Background: an optimization exercise with open tools, aiming at small area. Do not read the settings as production practice.
RTL that was checked went through simulation tests only; none was proved equivalent to the original.
No activity file was given, so power comes from the tool's default toggle rates.

==> run P: inputs <==
Design ex_stage, start of the top module:
module ex_stage
#(
    parameter int XLEN = ex_stage_pkg::XLEN_DEF
) (
    input  logic            clk,
    input  logic            reset,
    input  logic [XLEN-1:0] pc_ex,
    input  logic [XLEN-1:0] rdata1_ex,
    input  logic [XLEN-1:0] rdata2_ex,
    input  logic [XLEN-1:0] imm_ex,
    input  logic [4:0]      rs1_ex,
    input  logic [4:0]      rs2_ex,
    input  logic [4:0]      rd_ex,
    input  logic [3:0]      funct_ex,
    input  logic [1:0]      aluop_ex,
    input  logic            alusrc_ex,
    input  logic            mul_ex,
    input  logic            branch_ex,
    input  logic            memread_ex,
    input  logic            memtoreg_ex,
    input  logic            memwrite_ex,
    input  logic            regwrite_ex,
    input  logic [4:0]      memwb_rd,
    input  logic            memwb_regwrite,
    input  logic [XLEN-1:0] memwb_wdata,
    input  logic            ex_flush,
    output logic [XLEN-1:0] mem_branch_tgt,
    output logic [XLEN-1:0] mem_alu_result,
    output logic [XLEN-1:0] mem_store_data,
    output logic            mem_zero,
    output logic [4:0]      mem_rd,
    output logic            mem_branch,
    output logic            mem_memread,
    output logic            mem_memtoreg,
    output logic            mem_memwrite,
    output logic            mem_regwrite,
    output logic            ex_stall
);
export LEC_CHECK = 0
export CAP_MARGIN = 10
export CORE_MARGIN = 2
export CORE_UTILIZATION = 50
export CTS_BUF_LIST = sky130_fd_sc_hd__clkbuf_4
export GPL_TIMING_DRIVEN = 0
export SETUP_SLACK_MARGIN = 0.2
export SLEW_MARGIN = 10
create_clock -name core_clock -period 9.0 [get_ports {clk}]
standard.sh (not shown) runs the stock make flow with config.mk's settings and CLKGATE_MAP_FILE= SYNTH_SCRIPT=/design/flow/synth_recipe.tcl, a recipe that flattens the netlist after the stock synthesis.
==> flow/flow/run.sh <==
#!/bin/bash
# The standard layout (standard.sh) with these changes:
#  - synthesis maps the logic with an area-oriented ABC script (flow/area.abc);
#  - every port still gets a buffer, made from the smallest buffer cell (buf_1);
#  - clock tree synthesis adds no dummy loads.
set -euo pipefail
HERE=$(pwd)
cat flow/abc_override.tcl synth_recipe.tcl > my_synth.tcl
sed "s#SYNTH_SCRIPT=[^ ]*#SYNTH_SCRIPT=$HERE/my_synth.tcl#" standard.sh > my_standard.sh
export MY_ABC_SCRIPT=$HERE/flow/area.abc
export BUFFER_PORTS_ARGS="-buffer_cell sky130_fd_sc_hd__buf_1"
export CTS_ARGS="-sink_clustering_enable -repair_clock_nets -buf_list sky130_fd_sc_hd__clkbuf_8 -dont_use_dummy_load -sink_clustering_size 16 -sink_clustering_max_diameter 80"
bash my_standard.sh > flow.log 2>&1
==> flow/flow/abc_override.tcl <==
# Map with flow/area.abc instead of ORFS's ABC script; everything else is the standard flow's synthesis.
proc abc {args} {
  set i [lsearch $args -script]
  if {$i >= 0} { set args [lreplace $args [expr {$i+1}] [expr {$i+1}] $::env(MY_ABC_SCRIPT)] }
  yosys abc {*}$args
}
==> flow/flow/area.abc <==
&get -n
&st
&dch
&nf -R 1000
&put
topo
stime -c
==> run E (differences from run P) <==
--- a/flow/design.v
+++ b/flow/design.v
@@ -31,14 +31,46 @@
                 gg[j] = gg[j] | (pp[j] & gg[j - (1 << l)]);
                 pp[j] = pp[j] & pp[j - (1 << l)];
             end
         end
         s  = p ^ {gg[W-2:0], ci};
         co = gg[W-1];
         c_msb = gg[W-2];
+    end
+endmodule
+module ex_stage_fwd (
+    input  logic [4:0]  rs,
+    input  logic        ex_ok,
+    input  logic [4:0]  ex_rd,
+    input  logic [63:0] ex_data,
+    input  logic        force_ex,
+    input  logic        wb_we,
+    input  logic [4:0]  wb_rd,
+    input  logic [63:0] wb_data,
+    input  logic [63:0] rf_data,
+    output logic [63:0] y
+);
+    logic ex_hit, wb_hit;
+    assign ex_hit = (ex_ok && ex_rd == rs) || force_ex;
+    assign wb_hit = wb_we && (wb_rd != 5'd0) && (wb_rd == rs);
+    assign y = ex_hit ? ex_data : (wb_hit ? wb_data : rf_data);
+endmodule
+module ex_stage_shl (
+    input  logic [63:0] a,
+    input  logic [5:0]  sh,
+    input  logic        rev,
+    input  logic        fill,
+    output logic [63:0] y
+);
+    always_comb begin
+        for (int i = 0; i < 64; i++) y[i] = rev ? a[63-i] : a[i];
+        for (int l = 0; l < 6; l++)
+            if (sh[l])
+                for (int i = 63; i >= 0; i--)
+                    y[i] = (i >= (1 << l)) ? y[i - (1 << l)] : fill;
     end
 endmodule
 module ex_stage
 #(
     parameter int XLEN = ex_stage_pkg::XLEN_DEF
 ) (
     input  logic            clk,
@@ -93,23 +125,27 @@
         if (reset) r_cnt <= '0;
         else       r_cnt <= w_stall ? w_cnt_inc : 7'd0;
     end
     logic [63:0] w_a_next;
     always_comb
         for (int i = 0; i < 64; i++) w_a_next[i] = rdata1_ex[(65 - i) % 64];
     always_ff @(posedge clk) r_ak <= w_a_next[r_cnt[5:0]];
-    logic w_ex_ok, w_ex_a, w_ex_b, w_wb_a, w_wb_b;
+    logic w_ex_ok;
     assign w_ex_ok = r_ctrl[0] && !r_ctrl[2] && (r_rd != 5'd0);
-    assign w_ex_a  = (w_ex_ok && r_rd == rs1_ex) || mul_ex;
-    assign w_ex_b  = (w_ex_ok && r_rd == rs2_ex);
-    assign w_wb_a  = memwb_regwrite && (memwb_rd != 5'd0) && (memwb_rd == rs1_ex);
-    assign w_wb_b  = memwb_regwrite && (memwb_rd != 5'd0) && (memwb_rd == rs2_ex);
     logic [XLEN-1:0] w_fwd_a, w_fwd_b;
-    assign w_fwd_a = w_ex_a ? r_alu_result : (w_wb_a ? memwb_wdata : rdata1_ex);
-    assign w_fwd_b = w_ex_b ? r_alu_result : (w_wb_b ? memwb_wdata : rdata2_ex);
+    ex_stage_fwd u_fwd_a (
+        .rs(rs1_ex), .ex_ok(w_ex_ok), .ex_rd(r_rd), .ex_data(r_alu_result), .force_ex(mul_ex),
+        .wb_we(memwb_regwrite), .wb_rd(memwb_rd), .wb_data(memwb_wdata), .rf_data(rdata1_ex),
+        .y(w_fwd_a)
+    );
+    ex_stage_fwd u_fwd_b (
+        .rs(rs2_ex), .ex_ok(w_ex_ok), .ex_rd(r_rd), .ex_data(r_alu_result), .force_ex(1'b0),
+        .wb_we(memwb_regwrite), .wb_rd(memwb_rd), .wb_data(memwb_wdata), .rf_data(rdata2_ex),
+        .y(w_fwd_b)
+    );
     logic [3:0] w_f;
     logic d_add, d_sub, d_sll, d_slt, d_sltu, d_xor, d_srl, d_sra, d_or, d_and;
     always_comb begin
         if (aluop_ex == 2'b00)      w_f = 4'b0000;
         else if (aluop_ex == 2'b01) w_f = 4'b1000;
         else if (aluop_ex[0] && funct_ex[2:0] != 3'b101) w_f = {1'b0, funct_ex[2:0]};
         else                        w_f = funct_ex;
@@ -136,21 +172,17 @@
     assign s_sh   = !mul_ex && d_sll;
     assign s_shr  = !mul_ex && (d_srl || d_sra);
     assign s_slt  = !mul_ex && d_slt;
     assign s_sltu = !mul_ex && d_sltu;
     logic [XLEN-1:0] w_op_b;
     assign w_op_b = alusrc_ex ? imm_ex : w_fwd_b;
     logic [XLEN-1:0] w_sh;
-    always_comb begin
-        for (int i = 0; i < XLEN; i++) w_sh[i] = s_shr ? w_fwd_a[XLEN-1-i] : w_fwd_a[i];
-        for (int l = 0; l < 6; l++)
-            if (w_op_b[l])
-                for (int i = XLEN - 1; i >= 0; i--)
-                    w_sh[i] = (i >= (1 << l)) ? w_sh[i - (1 << l)] : (d_sra && w_fwd_a[XLEN-1]);
-    end
+    ex_stage_shl u_shl (
+        .a(w_fwd_a), .sh(w_op_b[5:0]), .rev(s_shr), .fill(d_sra && w_fwd_a[XLEN-1]), .y(w_sh)
+    );
     logic [XLEN-1:0] w_y, w_sum, w_p, w_g, w_res;
     logic            w_co, w_cm, w_ltu, w_lt;
     assign w_y = ({XLEN{u_imm}} & imm_ex) | ({XLEN{u_b}} & w_fwd_b);
     ex_stage_add #(.W(XLEN)) u_add (
         .a(w_fwd_a), .b(w_y ^ {XLEN{u_sub}}), .ci(u_sub),
         .s(w_sum), .p(w_p), .g(w_g), .co(w_co), .c_msb(w_cm)
     );
@@ -158,20 +190,29 @@
     assign w_lt  = w_p[XLEN-1] ? w_ltu : w_fwd_a[XLEN-1];
     always_comb begin
         w_res = ({XLEN{s_sum}} & w_sum) | ({XLEN{s_dbl}} & {w_sum[XLEN-2:0], 1'b0}) |
                 ({XLEN{s_p}} & w_p) | ({XLEN{s_g}} & w_g) | ({XLEN{s_sh}} & w_sh);
         for (int i = 0; i < XLEN; i++) w_res[i] = w_res[i] | (s_shr && w_sh[XLEN-1-i]);
         w_res[0] = w_res[0] | (s_slt && w_lt) | (s_sltu && w_ltu);
     end
+    localparam int TGT_RC = 8;
     logic [XLEN-1:0] w_tgt;
+    logic            w_tgt_c;
+    always_comb begin
+        w_tgt_c = 1'b0;
+        for (int i = 1; i <= TGT_RC; i++) begin
+            w_tgt[i] = pc_ex[i] ^ imm_ex[i-1] ^ w_tgt_c;
+            w_tgt_c  = (pc_ex[i] & imm_ex[i-1]) | (pc_ex[i] & w_tgt_c) | (imm_ex[i-1] & w_tgt_c);
+        end
+    end
     logic            w_tgt_co, w_tgt_cm;
-    logic [XLEN-2:0] w_tgt_p, w_tgt_g;
-    ex_stage_add #(.W(XLEN-1)) u_tgt (
-        .a(pc_ex[XLEN-1:1]), .b(imm_ex[XLEN-2:0]), .ci(1'b0),
-        .s(w_tgt[XLEN-1:1]), .p(w_tgt_p), .g(w_tgt_g), .co(w_tgt_co), .c_msb(w_tgt_cm)
+    logic [XLEN-2-TGT_RC:0] w_tgt_p, w_tgt_g;
+    ex_stage_add #(.W(XLEN-1-TGT_RC)) u_tgt (
+        .a(pc_ex[XLEN-1:TGT_RC+1]), .b(imm_ex[XLEN-2:TGT_RC]), .ci(w_tgt_c),
+        .s(w_tgt[XLEN-1:TGT_RC+1]), .p(w_tgt_p), .g(w_tgt_g), .co(w_tgt_co), .c_msb(w_tgt_cm)
     );
     assign w_tgt[0] = pc_ex[0];
     always_ff @(posedge clk or posedge reset) begin
         if (reset)                    r_ctrl <= '0;
         else if (ex_flush || w_stall) r_ctrl <= '0;
         else r_ctrl <= {branch_ex, memread_ex, memtoreg_ex, memwrite_ex, regwrite_ex};
     end
==> flow/flow/run.sh (replaced) <==
#!/bin/bash
# The standard layout (standard.sh) with these changes:
#  - synthesis maps the logic with an area-oriented ABC script (flow/area.abc); the shifter
#    (ex_stage_shl) and forwarding (ex_stage_fwd) modules are kept apart until after mapping
#    and mapped with flow/shifter.abc (ABC's amap), then flattened like the rest;
#  - every port still gets a buffer, made from the smallest buffer cell (buf_1);
#  - clock tree synthesis uses clkbuf_8 with clusters of up to 12 sinks and adds no dummy loads.
set -euo pipefail
HERE=$(pwd)
cat flow/abc_override.tcl synth_recipe.tcl > my_synth.tcl
sed "s#SYNTH_SCRIPT=[^ ]*#SYNTH_SCRIPT=$HERE/my_synth.tcl#" standard.sh > my_standard.sh
export MY_ABC_SCRIPT=$HERE/flow/area.abc
export MY_ABC_SHL_SCRIPT=$HERE/flow/shifter.abc
export MY_AMAP_MODULES="ex_stage_shl ex_stage_fwd"
export SYNTH_KEEP_MODULES="ex_stage_shl ex_stage_fwd"
export BUFFER_PORTS_ARGS="-buffer_cell sky130_fd_sc_hd__buf_1"
export CTS_ARGS="-sink_clustering_enable -repair_clock_nets -buf_list sky130_fd_sc_hd__clkbuf_8 -dont_use_dummy_load -sink_clustering_size 12 -sink_clustering_max_diameter 60"
bash my_standard.sh > flow.log 2>&1
==> flow/flow/abc_override.tcl (replaced) <==
# Map with flow/area.abc instead of ORFS's ABC script; the modules named in MY_AMAP_MODULES
# (kept apart until after mapping) are mapped on their own with flow/shifter.abc (ABC's amap).
# Everything else is the standard flow's synthesis.
proc abc {args} {
  set i [lsearch $args -script]
  set main_args [lreplace $args [expr {$i+1}] [expr {$i+1}] $::env(MY_ABC_SCRIPT)]
  set amap_args [lreplace $args [expr {$i+1}] [expr {$i+1}] $::env(MY_ABC_SHL_SCRIPT)]
  set sel {}
  foreach m $::env(MY_AMAP_MODULES) { lappend sel "*$m*" }
  yosys abc {*}$amap_args {*}$sel
  yosys abc {*}$main_args {*}$sel %n
}
==> flow/flow/shifter.abc (new file) <==
strash
dch
amap
topo
stime -c
Settings changed: CAP_MARGIN 10 to 5, CTS_BUF_LIST sky130_fd_sc_hd__clkbuf_4 to sky130_fd_sc_hd__clkbuf_8, SLEW_MARGIN 10 to 5.
==> run Y (differences from run P) <==
==> flow/flow/run.sh (replaced) <==
#!/bin/bash
# The standard layout (standard.sh) with these changes:
#  - synthesis maps the logic with an area-oriented ABC script (flow/area.abc);
#  - every port still gets a buffer, made from the smallest buffer cell (buf_1);
#  - clock tree synthesis adds no dummy loads.
set -euo pipefail
HERE=$(pwd)
cat flow/abc_override.tcl synth_recipe.tcl > my_synth.tcl
sed "s#SYNTH_SCRIPT=[^ ]*#SYNTH_SCRIPT=$HERE/my_synth.tcl#" standard.sh > my_standard.sh
export MY_ABC_SCRIPT=$HERE/flow/area.abc
export BUFFER_PORTS_ARGS="-buffer_cell sky130_fd_sc_hd__buf_1"
export CTS_ARGS="-sink_clustering_enable -repair_clock_nets -buf_list sky130_fd_sc_hd__clkbuf_4 -dont_use_dummy_load"
bash my_standard.sh > flow.log 2>&1
==> flow/flow/area.abc (replaced) <==
strash
dch
amap
topo
stime -c
Settings changed: CAP_MARGIN 10 to 5, SETUP_SLACK_MARGIN 0.2 to 0.1, SLEW_MARGIN 10 to 5.
==> impl_metrics.toml <==
[synth]
synth-seq-area-share = 0.2248
synth_cells = 2347

[run_status]
so.violations = "capacitance limit, slew limit"
status = "finished with violations"

[critical_path]
critPathBufInv = 8

[hold_path]
worstHoldStart = "r_alu_result[7]$_DFF_P_"

[finish]
insertedDiodeCount = 3

[job]
maxCapViolCount = 1

[sta]
slew_viol_final = 21
the above is filed under run Y

==> impl_metrics.toml <==
[run_status]
status = "timing/DRC/antenna clean"

[synth]
synth-seq-area-share = 0.2279
synth_cells = 2198

[sta]
slew_viol_final = 0

[critical_path]
critPathBufInv = 6

[job]
maxCapViolCount = 0
the above is filed under run E

==> impl_metrics.toml <==
[run_status]
status = "timing/DRC/antenna clean"

[synth]
synth-seq-area-share = 0.2195
synth_cells = 2515

[job]
maxCapViolCount = 0

[hold_path]
worstHoldStart = "r_alu_result[41]$_DFF_P_"

[critical_path]
critPathBufInv = 6

[sta]
slew_viol_final = 0

[finish]
insertedDiodeCount = 1
the above is filed under run P

The RTL of run P and run Y was laid out without a check of its function.

==> 12-26 <==
==> flow/design.v <==
package ex_stage_pkg;
    localparam int XLEN_DEF = 64;
endpackage
module ex_stage_add #(
    parameter int W = 64
) (
    input  logic [W-1:0] a,
    input  logic [W-1:0] b,
    input  logic         ci,
    output logic [W-1:0] s,
    output logic [W-1:0] p,
    output logic [W-1:0] g,
    output logic         co,
    output logic         c_msb
);
    logic [W-1:0] gg, pp;
    always_comb begin
        p  = a ^ b;
        g  = a & b;
        gg = g;
        pp = p;
        gg[0] = g[0] | (p[0] & ci);
        for (int l = 0; (1 << l) < W; l++) begin
            for (int j = (2 << l) - 1; j < W; j += (2 << l)) begin
                gg[j] = gg[j] | (pp[j] & gg[j - (1 << l)]);
                pp[j] = pp[j] & pp[j - (1 << l)];
            end
        end
        for (int l = $clog2(W) - 2; l >= 0; l--) begin
            for (int j = (3 << l) - 1; j < W; j += (2 << l)) begin
                gg[j] = gg[j] | (pp[j] & gg[j - (1 << l)]);
                pp[j] = pp[j] & pp[j - (1 << l)];
            end
        end
        s  = p ^ {gg[W-2:0], ci};
        co = gg[W-1];
        c_msb = gg[W-2];
    end
endmodule
module ex_stage_fwd (
    input  logic [4:0]  rs,
    input  logic        ex_ok,
    input  logic [4:0]  ex_rd,
    input  logic [63:0] ex_data,
    input  logic        force_ex,
    input  logic        wb_we,
    input  logic [4:0]  wb_rd,
    input  logic [63:0] wb_data,
    input  logic [63:0] rf_data,
    output logic [63:0] y
);
    logic ex_hit, wb_hit;
    assign ex_hit = (ex_ok && ex_rd == rs) || force_ex;
    assign wb_hit = wb_we && (wb_rd != 5'd0) && (wb_rd == rs);
    assign y = ex_hit ? ex_data : (wb_hit ? wb_data : rf_data);
endmodule
module ex_stage_shl (
    input  logic [63:0] a,
    input  logic [5:0]  sh,
    input  logic        sll,
    input  logic        sr,
    input  logic        fill,
    output logic [63:0] y
);
    logic [63:0] x;
    always_comb begin
        for (int i = 0; i < 64; i++) x[i] = sr ? a[63-i] : a[i];
        for (int l = 0; l < 6; l++)
            if (sh[l])
                for (int i = 63; i >= 0; i--)
                    x[i] = (i >= (1 << l)) ? x[i - (1 << l)] : fill;
        for (int i = 0; i < 64; i++) y[i] = (sll && x[i]) || (sr && x[63-i]);
    end
endmodule
module ex_stage
#(
    parameter int XLEN = ex_stage_pkg::XLEN_DEF
) (
    input  logic            clk,
    input  logic            reset,
    input  logic [XLEN-1:0] pc_ex,
    input  logic [XLEN-1:0] rdata1_ex,
    input  logic [XLEN-1:0] rdata2_ex,
    input  logic [XLEN-1:0] imm_ex,
    input  logic [4:0]      rs1_ex,
    input  logic [4:0]      rs2_ex,
    input  logic [4:0]      rd_ex,
    input  logic [3:0]      funct_ex,
    input  logic [1:0]      aluop_ex,
    input  logic            alusrc_ex,
    input  logic            mul_ex,
    input  logic            branch_ex,
    input  logic            memread_ex,
    input  logic            memtoreg_ex,
    input  logic            memwrite_ex,
    input  logic            regwrite_ex,
    input  logic [4:0]      memwb_rd,
    input  logic            memwb_regwrite,
    input  logic [XLEN-1:0] memwb_wdata,
    input  logic            ex_flush,
    output logic [XLEN-1:0] mem_branch_tgt,
    output logic [XLEN-1:0] mem_alu_result,
    output logic [XLEN-1:0] mem_store_data,
    output logic            mem_zero,
    output logic [4:0]      mem_rd,
    output logic            mem_branch,
    output logic            mem_memread,
    output logic            mem_memtoreg,
    output logic            mem_memwrite,
    output logic            mem_regwrite,
    output logic            ex_stall
);
    logic [XLEN-1:0] r_alu_result, r_store_data, r_branch_tgt;
    logic [4:0]      r_rd;
    logic [4:0]      r_ctrl;       
    logic [6:0]      r_cnt;
    logic            r_ak;         
    logic w_mul_go, w_setup, w_final, w_step, w_stall;
    assign w_mul_go = mul_ex && !ex_flush;
    assign w_final  = r_cnt[6] && r_cnt[1];                             
    assign w_setup  = (r_cnt[6:2] == 5'd0) && !(r_cnt[1] && r_cnt[0]);  
    assign w_step   = !w_setup && !w_final;                             
    assign w_stall  = w_mul_go && !w_final;
    assign ex_stall = w_stall && !reset;
    logic [6:0] w_cnt_inc;
    assign w_cnt_inc = r_cnt + 7'd1;
    always_ff @(posedge clk or posedge reset) begin
        if (reset) r_cnt <= '0;
        else       r_cnt <= w_stall ? w_cnt_inc : 7'd0;
    end
    logic [63:0] w_a_next;
    always_comb
        for (int i = 0; i < 64; i++) w_a_next[i] = rdata1_ex[(65 - i) % 64];
    always_ff @(posedge clk) r_ak <= w_a_next[r_cnt[5:0]];
    logic w_ex_ok;
    assign w_ex_ok = r_ctrl[0] && !r_ctrl[2] && (r_rd != 5'd0);
    logic [XLEN-1:0] w_fwd_a, w_fwd_b;
    ex_stage_fwd u_fwd_a (
        .rs(rs1_ex), .ex_ok(w_ex_ok), .ex_rd(r_rd), .ex_data(r_alu_result), .force_ex(mul_ex),
        .wb_we(memwb_regwrite), .wb_rd(memwb_rd), .wb_data(memwb_wdata), .rf_data(rdata1_ex),
        .y(w_fwd_a)
    );
    ex_stage_fwd u_fwd_b (
        .rs(rs2_ex), .ex_ok(w_ex_ok), .ex_rd(r_rd), .ex_data(r_alu_result), .force_ex(1'b0),
        .wb_we(memwb_regwrite), .wb_rd(memwb_rd), .wb_data(memwb_wdata), .rf_data(rdata2_ex),
        .y(w_fwd_b)
    );
    logic [3:0] w_f;
    logic d_add, d_sub, d_sll, d_slt, d_sltu, d_xor, d_srl, d_sra, d_or, d_and;
    always_comb begin
        if (aluop_ex == 2'b00)      w_f = 4'b0000;
        else if (aluop_ex == 2'b01) w_f = 4'b1000;
        else if (aluop_ex[0] && funct_ex[2:0] != 3'b101) w_f = {1'b0, funct_ex[2:0]};
        else                        w_f = funct_ex;
        d_sub  = (w_f == 4'b1000);
        d_sll  = (w_f == 4'b0001);
        d_slt  = (w_f == 4'b0010);
        d_sltu = (w_f == 4'b0011);
        d_xor  = (w_f == 4'b0100);
        d_srl  = (w_f == 4'b0101);
        d_sra  = (w_f == 4'b1101);
        d_or   = (w_f == 4'b0110);
        d_and  = (w_f == 4'b0111);
        d_add  = !(d_sub || d_sll || d_slt || d_sltu || d_xor || d_srl || d_sra || d_or || d_and);
    end
    logic u_imm, u_b, u_sub;
    logic s_sum, s_dbl, s_p, s_g, s_sh, s_shr, s_slt, s_sltu;
    assign u_imm  = !mul_ex && alusrc_ex;
    assign u_b    = mul_ex ? r_ak : !alusrc_ex;
    assign u_sub  = !mul_ex && (d_sub || d_slt || d_sltu);
    assign s_sum  = mul_ex ? w_final : (d_add || d_sub);
    assign s_dbl  = mul_ex && w_step;
    assign s_p    = !mul_ex && (d_xor || d_or);
    assign s_g    = !mul_ex && (d_and || d_or);
    assign s_sh   = !mul_ex && d_sll;
    assign s_shr  = !mul_ex && (d_srl || d_sra);
    assign s_slt  = !mul_ex && d_slt;
    assign s_sltu = !mul_ex && d_sltu;
    logic [XLEN-1:0] w_op_b;
    assign w_op_b = alusrc_ex ? imm_ex : w_fwd_b;
    logic [XLEN-1:0] w_sh;
    ex_stage_shl u_shl (
        .a(w_fwd_a), .sh(w_op_b[5:0]), .sll(s_sh), .sr(s_shr), .fill(d_sra && w_fwd_a[XLEN-1]), .y(w_sh)
    );
    logic [XLEN-1:0] w_y, w_sum, w_p, w_g, w_res;
    logic            w_co, w_cm, w_ltu, w_lt;
    assign w_y = ({XLEN{u_imm}} & imm_ex) | ({XLEN{u_b}} & w_fwd_b);
    ex_stage_add #(.W(XLEN)) u_add (
        .a(w_fwd_a), .b(w_y ^ {XLEN{u_sub}}), .ci(u_sub),
        .s(w_sum), .p(w_p), .g(w_g), .co(w_co), .c_msb(w_cm)
    );
    assign w_ltu = !w_co;
    assign w_lt  = w_p[XLEN-1] ? w_ltu : w_fwd_a[XLEN-1];
    always_comb begin
        w_res = ({XLEN{s_sum}} & w_sum) | ({XLEN{s_dbl}} & {w_sum[XLEN-2:0], 1'b0}) |
                ({XLEN{s_p}} & w_p) | ({XLEN{s_g}} & w_g) | w_sh;
        w_res[0] = w_res[0] | (s_slt && w_lt) | (s_sltu && w_ltu);
    end
    localparam int TGT_RC = 8;
    logic [XLEN-1:0] w_tgt;
    logic            w_tgt_c;
    always_comb begin
        w_tgt_c = 1'b0;
        for (int i = 1; i <= TGT_RC; i++) begin
            w_tgt[i] = pc_ex[i] ^ imm_ex[i-1] ^ w_tgt_c;
            w_tgt_c  = (pc_ex[i] & imm_ex[i-1]) | (pc_ex[i] & w_tgt_c) | (imm_ex[i-1] & w_tgt_c);
        end
    end
    logic            w_tgt_co, w_tgt_cm;
    logic [XLEN-2-TGT_RC:0] w_tgt_p, w_tgt_g;
    ex_stage_add #(.W(XLEN-1-TGT_RC)) u_tgt (
        .a(pc_ex[XLEN-1:TGT_RC+1]), .b(imm_ex[XLEN-2:TGT_RC]), .ci(w_tgt_c),
        .s(w_tgt[XLEN-1:TGT_RC+1]), .p(w_tgt_p), .g(w_tgt_g), .co(w_tgt_co), .c_msb(w_tgt_cm)
    );
    assign w_tgt[0] = pc_ex[0];
    always_ff @(posedge clk or posedge reset) begin
        if (reset)                    r_ctrl <= '0;
        else if (ex_flush || w_stall) r_ctrl <= '0;
        else r_ctrl <= {branch_ex, memread_ex, memtoreg_ex, memwrite_ex, regwrite_ex};
    end
    always_ff @(posedge clk) begin
        r_alu_result <= w_res;
        r_store_data <= w_fwd_b;
        r_branch_tgt <= w_tgt;
        r_rd         <= rd_ex;
    end
    assign mem_alu_result = r_alu_result;
    assign mem_store_data = r_store_data;
    assign mem_branch_tgt = r_branch_tgt;
    assign mem_zero       = (r_alu_result == '0);
    assign mem_rd         = r_rd;
    assign {mem_branch, mem_memread, mem_memtoreg, mem_memwrite, mem_regwrite} = r_ctrl;
endmodule
==> flow/flow/run.sh <==
#!/bin/bash
# The standard layout (standard.sh) with these changes:
#  - synthesis maps the logic with an area-oriented ABC script (flow/area.abc); the shifter
#    (ex_stage_shl) and forwarding (ex_stage_fwd) modules are kept apart until after mapping
#    and mapped with flow/shifter.abc (ABC's amap), then flattened like the rest;
#  - every port still gets a buffer, made from the smallest buffer cell (buf_1);
#  - clock tree synthesis uses clkbuf_8 with clusters of up to 14 sinks and adds no dummy loads.
set -euo pipefail
HERE=$(pwd)
cat flow/abc_override.tcl synth_recipe.tcl > my_synth.tcl
sed "s#SYNTH_SCRIPT=[^ ]*#SYNTH_SCRIPT=$HERE/my_synth.tcl#" standard.sh > my_standard.sh
export MY_ABC_SCRIPT=$HERE/flow/area.abc
export MY_ABC_SHL_SCRIPT=$HERE/flow/shifter.abc
export MY_AMAP_MODULES="ex_stage_shl ex_stage_fwd"
export SYNTH_KEEP_MODULES="ex_stage_shl ex_stage_fwd"
export BUFFER_PORTS_ARGS="-buffer_cell sky130_fd_sc_hd__buf_1"
export CTS_ARGS="-sink_clustering_enable -repair_clock_nets -buf_list sky130_fd_sc_hd__clkbuf_8 -dont_use_dummy_load -sink_clustering_size 14 -sink_clustering_max_diameter 70"
bash my_standard.sh > flow.log 2>&1
==> flow/flow/abc_override.tcl <==
# Map with flow/area.abc instead of ORFS's ABC script; the modules named in MY_AMAP_MODULES
# (kept apart until after mapping) are mapped on their own with flow/shifter.abc (ABC's amap).
# Everything else is the standard flow's synthesis.
proc abc {args} {
  set i [lsearch $args -script]
  set main_args [lreplace $args [expr {$i+1}] [expr {$i+1}] $::env(MY_ABC_SCRIPT)]
  set amap_args [lreplace $args [expr {$i+1}] [expr {$i+1}] $::env(MY_ABC_SHL_SCRIPT)]
  set sel {}
  foreach m $::env(MY_AMAP_MODULES) { lappend sel "*$m*" }
  yosys abc {*}$amap_args {*}$sel
  yosys abc {*}$main_args {*}$sel %n
}
==> flow/flow/area.abc <==
&get -n
&st
&dch
&nf -R 30
&put
buffer -c -N 32 -S 300
topo
stime -c
upsize -c
dnsize -c
==> flow/flow/shifter.abc <==
strash
dch
amap
topo
stime -c
==> flow/standard.sh <==
#!/bin/bash
# synth_recipe.tcl (not shown) runs the flow's synth.tcl, then flattens the netlist and writes it again
# the make line also repeats each setting of config.mk as NAME=value (left out here)
make -C /OpenROAD-flow-scripts/flow DESIGN_CONFIG=/design/flow/config.mk WORK_HOME=/design/flow/orfs CLKGATE_MAP_FILE= SYNTH_SCRIPT=/design/flow/synth_recipe.tcl "${@:-finish}"
==> flow/config.mk <==
export PLATFORM = sky130hd
export DESIGN_NAME = ex_stage
export DESIGN_NICKNAME = ex_stage
export VERILOG_FILES = /design/flow/design.v
export SDC_FILE = /design/flow/constraint.sdc
export NUM_CORES = 4
export LEC_CHECK = 0
export CAP_MARGIN = 5
export CORE_MARGIN = 2
export CORE_UTILIZATION = 50
export CTS_BUF_LIST = sky130_fd_sc_hd__clkbuf_8
export GPL_TIMING_DRIVEN = 0
export SETUP_SLACK_MARGIN = 0.2
export SLEW_MARGIN = 5
==> flow/constraint.sdc <==
create_clock -name core_clock -period 9.0 [get_ports {clk}]
set_input_delay 1.8000 -clock core_clock [delete_from_list [all_inputs] [get_ports {clk}]]
set_output_delay 1.8000 -clock core_clock [all_outputs]
set_load 0.01 [all_outputs]
==> 10-06 (differences from 12-26) <==
--- a/flow/design.v
+++ b/flow/design.v
@@ -57,19 +57,16 @@
 module ex_stage_shl (
     input  logic [63:0] a,
     input  logic [5:0]  sh,
-    input  logic        sll,
-    input  logic        sr,
+    input  logic        rev,
     input  logic        fill,
     output logic [63:0] y
 );
-    logic [63:0] x;
-    always_comb begin
-        for (int i = 0; i < 64; i++) x[i] = sr ? a[63-i] : a[i];
+    always_comb begin
+        for (int i = 0; i < 64; i++) y[i] = rev ? a[63-i] : a[i];
         for (int l = 0; l < 6; l++)
             if (sh[l])
                 for (int i = 63; i >= 0; i--)
-                    x[i] = (i >= (1 << l)) ? x[i - (1 << l)] : fill;
-        for (int i = 0; i < 64; i++) y[i] = (sll && x[i]) || (sr && x[63-i]);
+                    y[i] = (i >= (1 << l)) ? y[i - (1 << l)] : fill;
     end
 endmodule
 module ex_stage
@@ -180,7 +177,7 @@
     assign w_op_b = alusrc_ex ? imm_ex : w_fwd_b;
     logic [XLEN-1:0] w_sh;
     ex_stage_shl u_shl (
-        .a(w_fwd_a), .sh(w_op_b[5:0]), .sll(s_sh), .sr(s_shr), .fill(d_sra && w_fwd_a[XLEN-1]), .y(w_sh)
+        .a(w_fwd_a), .sh(w_op_b[5:0]), .rev(s_shr), .fill(d_sra && w_fwd_a[XLEN-1]), .y(w_sh)
     );
     logic [XLEN-1:0] w_y, w_sum, w_p, w_g, w_res;
     logic            w_co, w_cm, w_ltu, w_lt;
@@ -193,7 +190,8 @@
     assign w_lt  = w_p[XLEN-1] ? w_ltu : w_fwd_a[XLEN-1];
     always_comb begin
         w_res = ({XLEN{s_sum}} & w_sum) | ({XLEN{s_dbl}} & {w_sum[XLEN-2:0], 1'b0}) |
-                ({XLEN{s_p}} & w_p) | ({XLEN{s_g}} & w_g) | w_sh;
+                ({XLEN{s_p}} & w_p) | ({XLEN{s_g}} & w_g) | ({XLEN{s_sh}} & w_sh);
+        for (int i = 0; i < XLEN; i++) w_res[i] = w_res[i] | (s_shr && w_sh[XLEN-1-i]);
         w_res[0] = w_res[0] | (s_slt && w_lt) | (s_sltu && w_ltu);
     end
     localparam int TGT_RC = 8;
==> flow/flow/run.sh (replaced) <==
#!/bin/bash
# The standard layout (standard.sh) with these changes:
#  - synthesis maps the logic with an area-oriented ABC script (flow/area.abc); the shifter
#    (ex_stage_shl) and forwarding (ex_stage_fwd) modules are kept apart until after mapping
#    and mapped with flow/shifter.abc (ABC's amap), then flattened like the rest;
#  - the resize step's repair_design also uses gain-based buffering (flow/resize_hook.tcl);
#  - every port still gets a buffer, made from the smallest buffer cell (buf_1);
#  - clock tree synthesis uses clkbuf_8 with clusters of up to 12 sinks and adds no dummy loads.
set -euo pipefail
HERE=$(pwd)
cat flow/abc_override.tcl synth_recipe.tcl > my_synth.tcl
sed "s#SYNTH_SCRIPT=[^ ]*#SYNTH_SCRIPT=$HERE/my_synth.tcl#" standard.sh > my_standard.sh
export MY_ABC_SCRIPT=$HERE/flow/area.abc
export MY_ABC_SHL_SCRIPT=$HERE/flow/shifter.abc
export MY_AMAP_MODULES="ex_stage_shl ex_stage_fwd"
export SYNTH_KEEP_MODULES="ex_stage_shl ex_stage_fwd"
export BUFFER_PORTS_ARGS="-buffer_cell sky130_fd_sc_hd__buf_1"
export CTS_ARGS="-sink_clustering_enable -repair_clock_nets -buf_list sky130_fd_sc_hd__clkbuf_8 -dont_use_dummy_load -sink_clustering_size 12 -sink_clustering_max_diameter 60"
export PRE_RESIZE_TCL=$HERE/flow/resize_hook.tcl
export MY_BUFFER_GAIN=4
bash my_standard.sh > flow.log 2>&1
==> flow/flow/area.abc (replaced) <==
&get -n
&st
&dch
&nf -R 30
&put
topo
stime -c
==> flow/flow/resize_hook.tcl (new file) <==
# Sourced before ORFS's resize step: its repair_design also uses gain-based buffering.
proc repair_design_helper { } {
  puts "Perform buffer insertion and gate resizing..."
  set additional_args "-verbose"
  append_env_var additional_args CAP_MARGIN -cap_margin 1
  append_env_var additional_args SLEW_MARGIN -slew_margin 1
  append_env_var additional_args MATCH_CELL_FOOTPRINT -match_cell_footprint 0
  lappend additional_args -buffer_gain $::env(MY_BUFFER_GAIN)
  log_cmd repair_design {*}$additional_args
}
==> 02-02 (differences from 12-26) <==
==> flow/flow/area.abc (replaced) <==
&get -n
&st
&dch
&nf -R 30
&put
buffer -c
topo
stime -c
upsize -c
dnsize -c
==> flow/flow/shifter.abc (replaced) <==
strash
dch
amap
buffer -c
topo
stime -c
upsize -c
dnsize -c
==> out/results.txt <==
status -> timing/DRC/antenna clean
total negative slack -> 0 ps
Tightest Pin Transition -> 1420 ps
Syn Inst Count -> 2,221
max-slew violations -> 0
Synth Net Count -> 2,763
clock share of power -> 12.6%
Final Non-Filler Cells -> 3,349
the above is filed under 12-26

==> out/results.txt <==
Stopped at -> 3_4_place_resized
row count -> 71
Stop Error -> [ERROR EST-0104] inconsistent parasitics state
number of buffers inserted by port buffering -> 560
Synth Net Count -> 2,754
synthesized cell area -> 0.0188 mm²
ys async rst share -> 5.71%
Die Y -> 198 µm
largest family of logic cells by synthesized area -> compound AO/OA/AOI/OAI gates
most frequent cell after synthesis -> nand2_1
Syn Inst Count -> 2,212
Synth top area share -> 21.1%
simple-gate share of the synthesized area -> 11.3%
status -> did not finish
the above is filed under 10-06

==> out/results.txt <==
Peak VDD IR -> 173 µV
Syn Inst Count -> 2,413
status -> timing/DRC/antenna clean
max-slew violations -> 0
delay-heaviest family, CP -> adder cells
clock share of power -> 12.2%
H-tree depth -> 1
multiplexer share of the synthesized area -> 2.70%
total negative slack -> 0 ps
Main power group -> combinational logic
Synth Net Count -> 2,955
Synth top area share -> 19.9%
Seq power -> 1.32 mW
post-CTS resize count -> 11
synthesized cell area -> 0.0199 mm²
Synth top cells by count -> 244 x nand2_1, 227 x a22oi_1, 203 x o22a_1
the above is filed under 02-02

==> afterwards: timing with drivers on the ports <==
How much do the figures lean on ideal ports? The routed layouts below were timed once more, with nothing changed but the port constraints. Step 1 sets driving cells, clkbuf_16 on the clock port and buf_2 on the other inputs (assumed; they add their load-dependent delay and slew). Step 2 times the ports against the registers' clock, not the clock port: input delays grow and output delays shrink by t, the midpoint of the rising clock arrivals with the driver on. a / b / c = no drivers / after step 1 / after step 2; a / b = the first two.
run | t, ns | slack for setup (ns) | latest minus earliest clock arrival (ns) | worst slew at a driven data input, ns
run P | 0.630 | 0.376 / 0.410 / -0.220 | 0.051 / 0.050 | 0.10
run E | 0.649 | 0.454 / 0.482 / -0.167 | 0.071 / 0.071 | 0.11
run Y | 0.869 | 0.275 / 0.303 / -0.566 | 0.097 / 0.097 | 0.11
12-26 | 0.613 | 0.336 / 0.370 / -0.243 | 0.075 / 0.075 | 0.13
02-02 | 0.627 | 0.342 / 0.372 / -0.255 | 0.106 / 0.105 | 0.28
For run Y, which loses most, drivers alone change the setup slack by +0.028 ns; drivers and shift together by -0.841 ns.
